This design comes from an exercise in tuning for small area, a short achievable clock period and few clock cycles per item on the open sky130 flow, not from production work.
Function was checked by simulation only, so behaviour that the tests miss may differ from the original.
Power and IR drop assume default switching activity.

`design/flow/config.mk`:
```
export PLATFORM = sky130hd
export DESIGN_NAME = sta_chan_est
export DESIGN_NICKNAME = sta_chan_est
export VERILOG_FILES = /design/flow/design.v
export SDC_FILE = /design/flow/constraint.sdc
export NUM_CORES = 4
export LEC_CHECK = 0
export CAP_MARGIN = 20
export CORE_MARGIN = 2
export CORE_UTILIZATION = 30
export PLACE_DENSITY = 0.5
export SLEW_MARGIN = 20
```
`design/flow/constraint.sdc`:
```
create_clock -name core_clock -period 11.0 [get_ports {ap_clk}]
set_input_delay 2.2000 -clock core_clock [delete_from_list [all_inputs] [get_ports {ap_clk}]]
set_output_delay 2.2000 -clock core_clock [all_outputs]
set_load 0.01 [all_outputs]
```
`design/flow/design.v`:
```
module sta_chan_est #(
   parameter int unsigned N_SC        = 52,
   parameter int unsigned DW          = 32,
   parameter int unsigned ALPHA_SHIFT = 1
) (
   input  logic            ap_clk,
   input  logic            ap_rst,
   input  logic [2*DW-1:0] in_stream_TDATA,
   input  logic            in_stream_TVALID,
   output logic            in_stream_TREADY,
   input  logic            in_stream_TLAST,
   input  logic [1:0]      mode,
   input  logic            init,
   output logic [2*DW-1:0] estStream_TDATA,
   output logic            estStream_TVALID,
   input  logic            estStream_TREADY,
   output logic            estStream_TLAST,
   output logic [31:0]     sym_count,
   output logic            len_err
);
   localparam int unsigned KW = $clog2(N_SC + 1);    
   localparam int unsigned W  = 2 * DW;
   logic [N_SC*W-1:0] r_ring;           
   logic [KW-1:0]     r_rot;            
   logic              r_fresh;          
   logic              r_in_rdy;
   logic              r_x_v, r_x_last;
   logic [1:0]        r_x_mode;
   logic [W-1:0]      r_x;
   logic              r_c_v, r_c_last;
   logic [KW-1:0]     r_k;
   logic [1:0]        r_mode;
   logic [W-1:0]      r_p, r_c;
   logic              r_hv;
   logic              r_o_v, r_o_last;
   logic [W-1:0]      r_o;
   logic              r_s_v, r_s_last, r_s_err;
   logic [W-1:0]      r_s;
   logic              r_len_err;
   logic [31:0]       r_sym;
   logic          w_k_lt, w_aligned, w_emit, w_consume, w_first, w_wr, w_acc, w_otake;
   logic [KW-1:0] w_k_inc, w_rot_inc;
   function automatic logic [KW-1:0] f_inc(input logic [KW-1:0] v);
      f_inc = (v == KW'(N_SC - 1)) ? '0 : v + 1'b1;
   endfunction
   assign w_k_lt    = (r_k != KW'(N_SC));
   assign w_aligned = !w_k_lt || r_fresh || (r_rot == r_k);
   assign w_emit    = r_c_v && w_aligned && !r_s_v && (r_c_last || r_x_v);
   assign w_consume = r_x_v && (!r_c_v || w_emit);
   assign w_first   = !r_c_v || r_c_last;
   assign w_wr      = w_emit && w_k_lt;
   assign w_acc     = in_stream_TVALID && r_in_rdy;
   assign w_otake   = !r_o_v || estStream_TREADY;
   assign w_k_inc   = (r_k == KW'(N_SC)) ? r_k : r_k + 1'b1;
   assign w_rot_inc = (r_fresh && w_wr) ? f_inc(r_k) : f_inc(r_rot);
   logic [W-1:0] w_y, w_n, w_h;
   logic         w_sel;
   assign w_n   = r_c_last ? r_c : r_x;
   assign w_h   = r_ring[W-1:0];
   assign w_sel = r_hv && w_k_lt && (r_mode == 2'd0);
   always_comb begin
      logic signed [DW+2:0] t;
      for (int c = 0; c < 2; c++) begin
         t = $signed({{3{r_p[c*DW+DW-1]}}, r_p[c*DW +: DW]})
           + $signed({{2{r_c[c*DW+DW-1]}}, r_c[c*DW +: DW], 1'b0})
           + $signed({{3{w_n[c*DW+DW-1]}}, w_n[c*DW +: DW]})
           + (w_sel ? $signed({w_h[c*DW+DW-1], w_h[c*DW +: DW], 2'b00}) : $signed((DW+3)'(0)));
         if (r_mode == 2'd2)  w_y[c*DW +: DW] = r_c[c*DW +: DW];
         else if (w_sel)      w_y[c*DW +: DW] = t[DW+2:3];
         else                 w_y[c*DW +: DW] = t[DW+1:2];
      end
   end
   logic          n_x_v, n_c_v, n_c_last, n_s_v, n_fresh, n_k_lt, n_aligned;
   logic [KW-1:0] n_k, n_rot;
   always_comb begin
      n_x_v    = w_acc || (r_x_v && !w_consume);
      n_c_v    = w_consume ? 1'b1 : (w_emit ? 1'b0 : r_c_v);
      n_c_last = w_consume ? r_x_last : r_c_last;
      n_k      = w_consume ? (w_first ? '0 : w_k_inc) : r_k;
      n_rot    = w_rot_inc;
      n_fresh  = r_fresh && !w_wr;
      n_s_v    = w_otake ? 1'b0 : (r_s_v || w_emit);
      n_k_lt   = (n_k != KW'(N_SC));
      n_aligned = !n_k_lt || n_fresh || (n_rot == n_k);
   end
   always_ff @(posedge ap_clk) begin
      r_ring <= {(w_wr ? w_y : w_h), r_ring[N_SC*W-1:W]};
      if (w_acc) begin
         r_x      <= in_stream_TDATA;
         r_x_last <= in_stream_TLAST;
         r_x_mode <= (mode == 2'd3) ? 2'd0 : mode;
      end
      if (w_consume) begin
         r_p <= w_first ? r_x : r_c;
         r_c <= r_x;
      end
      if (w_otake) begin
         if (r_s_v)       r_o <= r_s;
         else             r_o <= w_y;
      end
      if (w_emit && !w_otake) r_s <= w_y;
      if (ap_rst) begin
         r_rot     <= '0;
         r_fresh   <= 1'b1;
         r_in_rdy  <= 1'b1;
         r_x_v     <= 1'b0;
         r_c_v     <= 1'b0;
         r_c_last  <= 1'b0;
         r_k       <= '0;
         r_mode    <= '0;
         r_hv      <= 1'b0;
         r_o_v     <= 1'b0;
         r_o_last  <= 1'b0;
         r_s_v     <= 1'b0;
         r_s_last  <= 1'b0;
         r_s_err   <= 1'b0;
         r_len_err <= 1'b0;
         r_sym     <= '0;
      end else begin
         r_rot    <= n_rot;
         r_fresh  <= n_fresh;
         r_x_v    <= n_x_v;
         r_in_rdy <= !n_x_v || !n_c_v || (n_aligned && !n_s_v);
         r_c_v    <= n_c_v;
         r_c_last <= n_c_last;
         r_k      <= n_k;
         if (w_consume && w_first) r_mode <= r_x_mode;
         if (w_emit && r_c_last) r_hv <= 1'b1;
         if (init) r_hv <= 1'b0;
         r_s_v <= n_s_v;
         if (w_emit && !w_otake) begin
            r_s_last <= r_c_last;
            r_s_err  <= r_c_last && (r_k != KW'(N_SC - 1));
         end
         if (w_otake) begin
            if (r_s_v) begin
               r_o_v    <= 1'b1;
               r_o_last <= r_s_last;
               if (r_s_last) begin
                  r_sym <= r_sym + 32'd1;
                  if (r_s_err) r_len_err <= 1'b1;
               end
            end else begin
               r_o_v    <= w_emit;
               r_o_last <= r_c_last;
               if (w_emit && r_c_last) begin
                  r_sym <= r_sym + 32'd1;
                  if (r_k != KW'(N_SC - 1)) r_len_err <= 1'b1;
               end
            end
         end
      end
   end
   assign in_stream_TREADY = r_in_rdy;
   assign estStream_TDATA  = r_o;
   assign estStream_TVALID = r_o_v;
   assign estStream_TLAST  = r_o_last;
   assign sym_count        = r_sym;
   assign len_err          = r_len_err;
endmodule
```
`design/flow/run.sh`:
```
#!/bin/bash
# synth_recipe.tcl (not shown) runs the flow's synth.tcl, then flattens the netlist and writes it again
# the make line also repeats each setting of config.mk as NAME=value (left out here)
make -C /OpenROAD-flow-scripts/flow DESIGN_CONFIG=/design/flow/config.mk WORK_HOME=/design/flow/orfs CLKGATE_MAP_FILE= SYNTH_SCRIPT=/design/flow/synth_recipe.tcl finish
```
==> flow_summary.yaml <==
cells_and_area:
  regArea_um2: 77490
  multiInputGateArea_um2: 12460
  drive_gt1_share_pct: 11.11
  nets: 6381
  fillCellCount: 28357
  synthToLayoutAreaGrowth_pct: 20.22
  stdcell_count: 10378
power:
  fin_total_pwr_mw: 29.38
  powerDensity_nw_per_um2: 268.4
  vdd_drop_max_mv: 0.1432
  pwr-share-comb_pct: 7.7
  p_leak_nw: 42.96
  p_int_mw: 22.63
  p_clk_share_pct: 40.9
  p_sw_share_pct: 22.97
  switchingPower_mw: 6.748
  power_frac_seq_pct: 51.5
placed_design:
  dp_hpwl_mm: 98.60
  dp.cells: 9744
  globalplace.congestion: 0.8103
  io_buffers: 171
route:
  wl_mm: 159.4
  via_count: 39818
  drt_iter0_drc: 2238
  drtPass1Iterations: 5
  antenna_left: 0
  drcViolationCount: 0
  routedWlPerCell_um: 15.36
  vias_per_cell: 3.837
clock_network:
  cts_resized: 0
  cts_buffer_depth: 4
  cts.sinks: 3709
  clockRootBuffer: "clkbuf_16"
  cts_tree: "done"
  worstSkewPairLatency_ns: 0.91
  clk_pin_slew_ns: 0.06
  ctsHoldBuffers: 0
  cts-buffers-inserted: 343
  cts_setup_buffers: 0
  htreeDepth: 5
global_route:
  grt_max_degree: 125
  grt_first_pass_wirelength_mm: 245.7
  grt_overflow: 0
  antenna_found_initial: 12
  grt.total_usage_pct: 10.29
  grt_pass1_vias: 41001
worst_setup_path:
  cp_max_fo: 124
  critPathCaptureType: "flip-flop"
  path_class: "flip-flop to flip-flop"
  cp_data_arrival_time_ns: 7.02
  start_kind: "flip-flop"
  required_ns: 11.62
synthesis:
  synth-seq-cells: 3709
  syn_nets: 5959
  synth_compound_area_share_pct: 3.439
  dominantRegCellSynth: "dfxtp_1"
  syn_area_per_cell_um2: 16.00
  synthMuxAreaShare_pct: 1.670
  ys_seq_area_share_pct: 85.11
  yosysWarnings: 1
  synth_top_family_by_area: "simple AND/OR/NAND/NOR gates"
  synth_edf_count: 323
  post_synth_num_cell_types: 80
  async_reset_ff_share_pct: 0
  netlist_instances: 5689
  synth_xor_area_share_pct: 0.8562
  synth-simple-area-share_pct: 3.845
  syn-cell-area_um2: 91040
  synthAdderAreaFrac_pct: 3.793
timing:
  hold_viol: 0
  timing.final.crit_share_pct: 58.15
  slew_headroom_pct: 21.75
  rsz0062_at_grt: "no"
  fin_crit_ns: 6.397
  tns_ns: 0
  drv_slew: 0
  tightest_slew_ns: 1.162
  setup_viol_count_final: 0
  max_freq_ghz: 0.1563
  fin_skew_ns: 0.06697
die:
  die_area_um2: 307900
  num_rows: 202
  die_w_um: 554.9
  start_util_pct: 30.12
  die_h_um: 554.9
  io_pins: 172
  core_area_um2: 302300
job:
  cap_violations: 0
hold_path:
  hp-class: "flip-flop to flip-flop"
run_status:
  status: "finished clean"
==> metal layers <==
metal / GRT usage (%) / routed length (um) / vias to the layer above
met5: 0 / 23 / -
met1: 13.78 / 75740 / 19276
met2: 16.06 / 70770 / 713
met4: 4.000 / 5516 / 4
li1: - / - / 19494
met3: 2.400 / 7344 / 331
==> power groups by stage <==
stage	combinational, mW	clock [mW]	sequential, mW
3_5_place_dp	2.28	0	15.4
5_1_grt	2.51	12.9	15.2
6_report	2.26	12.0	15.1
4_1_cts	2.29	12.4	15.2
3_3_place_gp	2.27	0	15.4
2_1_floorplan	1.34	0	15.2
==> path summary, 6_finish.rpt <==
kind	to	cells after the start	slack, ns	startpoint
max	r_o[59]$_DFFE_PP_	17	4.60	r_k[0]$_SDFF_PP0_
min	r_ring[1781]$_DFF_P_	0	0.29	r_ring[1845]$_DFF_P_
max reg2reg	r_o[59]$_DFFE_PP_	17	4.60	r_k[0]$_SDFF_PP0_
min reg2reg	r_ring[1781]$_DFF_P_	0	0.29	r_ring[1845]$_DFF_P_
==> area by class of cell <==
cell class                      instances  share of cell area, %
Antenna cell                            8                0.01829
Clock buffer                          498                  9.295
Clock inverter                        128                  1.590
Inverter                              191                 0.6665
Multi-Input combinational cell       1676                  11.38
Sequential cell                      3709                  70.80
Tap cell                             3978                  4.548
Timing Repair Buffer                  190                  1.701
==> cells by family after synthesis <==
group	after synthesis
mux	141
buf+inv	304
compound gates	494
simple gates	754
xor+xnor	89
flops	3709
fa+ha+maj	198
==> synth_stat cells (all sizes together), types with 7 or more instances <==
cell type  count  share of area, %
nand4         18              0.12
a31oi         37              0.25
a21boi         8             0.066
nand2b        10             0.069
and2          52              0.36
buf           25              0.14
nor3          34              0.24
dfxtp       3386                74
nor2         147              0.61
o21a          11             0.091
o31ai         27              0.22
o21ai        148              0.81
and3          13             0.089
mux2i         54              0.59
a211oi        25              0.21
clkbuf        88              0.36
nand2        354               1.5
xnor2         60              0.58
o211ai        23              0.19
mux2          87               1.1
o21bai         7             0.058
ha            68              0.93
or3           25              0.17
nor4           9             0.089
a21o          25              0.21
nand3         41              0.23
edfxtp       323                11
nor2b         17              0.12
inv          190              0.78
fa           130               2.9
a21oi        112              0.62
xor2          29              0.28
==> metrics by stage <==
step | hold slack [ns] | worst slack (ns) | utilization, % | cell area, um2
global placement | 0.3095 | 4.793 | 32.26 | 97500
finish | 0.2852 | 4.603 | 36.21 | 109400
floorplan | 0.3096 | 5.419 | - | 91040
detailed placement | 0.3121 | 4.755 | 32.26 | 97510
CTS | 0.2752 | 4.691 | 36.20 | 109400
global route | 0.2892 | 4.231 | 36.20 | 109400
==> layout by cell type, fill, tap and decap left out, drive strengths merged, types with 27 or more instances in the layout <==
cell type / synthesis / layout
clkbuf: 88 / 498
nand3: 41 / 41
mux2: 87 / 87
xor2: 29 / 29
clkinv: 1 / 70
nor2: 147 / 147
ha: 68 / 68
nor3: 34 / 34
mux2i: 54 / 54
and2: 52 / 52
clkdlybuf4s50: 0 / 170
fa: 130 / 130
a31oi: 37 / 37
inv: 190 / 218
edfxtp: 323 / 323
xnor2: 60 / 60
o31ai: 27 / 27
a21oi: 112 / 112
o21ai: 148 / 148
nand2: 354 / 354
dfxtp: 3386 / 3386
==> critical path, cell delays in order (launching register included) <==
cell	delay, ns
dfxtp_1	0.48
inv_1	0.08
ha_1	0.23
and2_1	0.21
a21boi_4	0.23
buf_12	0.47
and2_1	0.24
fa_1	0.42
ha_1	0.23
fa_1	0.43
a211oi_1	0.35
o211ai_1	0.20
a21oi_1	0.58
o21ai_1	0.38
o31ai_1	0.68
xnor2_1	0.18
a211oi_1	0.46
o31ai_1	0.14
==> state kept, by name, indices dropped and copies added, names as in the netlist, 2 cells and up <==
| signal | flops |
|---|---|
| r_x_mode | 2 |
| r_sym | 32 |
| r_c | 64 |
| r_mode | 2 |
| r_s | 64 |
| r_ring | 3328 |
| r_rot | 6 |
| r_x | 64 |
| r_k | 6 |
| r_o | 64 |
| r_p | 64 |
Testbench counts, summed over its fixed seeds: cycles 16,664, items 16,640.

## what the ideal ports hide
Ports are ideal in the flow. The routed layout listed here was re-timed in OpenROAD.
Step 1 assumes that a clkbuf_16 drives the clock port and a buf_2 every other input.
Step 2 moves the port delays by t, midway between the first and last clock arrival at a register: inputs arrive t later, outputs are due t later. That takes back most of the time a late clock gives input paths.
Three values: no drivers, after step 1, after step 2; two values: the first two.
t (ns): 0.975
slack for setup (ns): 4.603 / 4.603 / 4.603
hold slack, ns: 0.285 / 0.285 / 0.285
pins driven straight from the clock port: 1
After both steps this run still meets setup and hold. For this run, drivers alone change the setup slack by 0.000 ns; drivers and shift together by 0.000 ns.
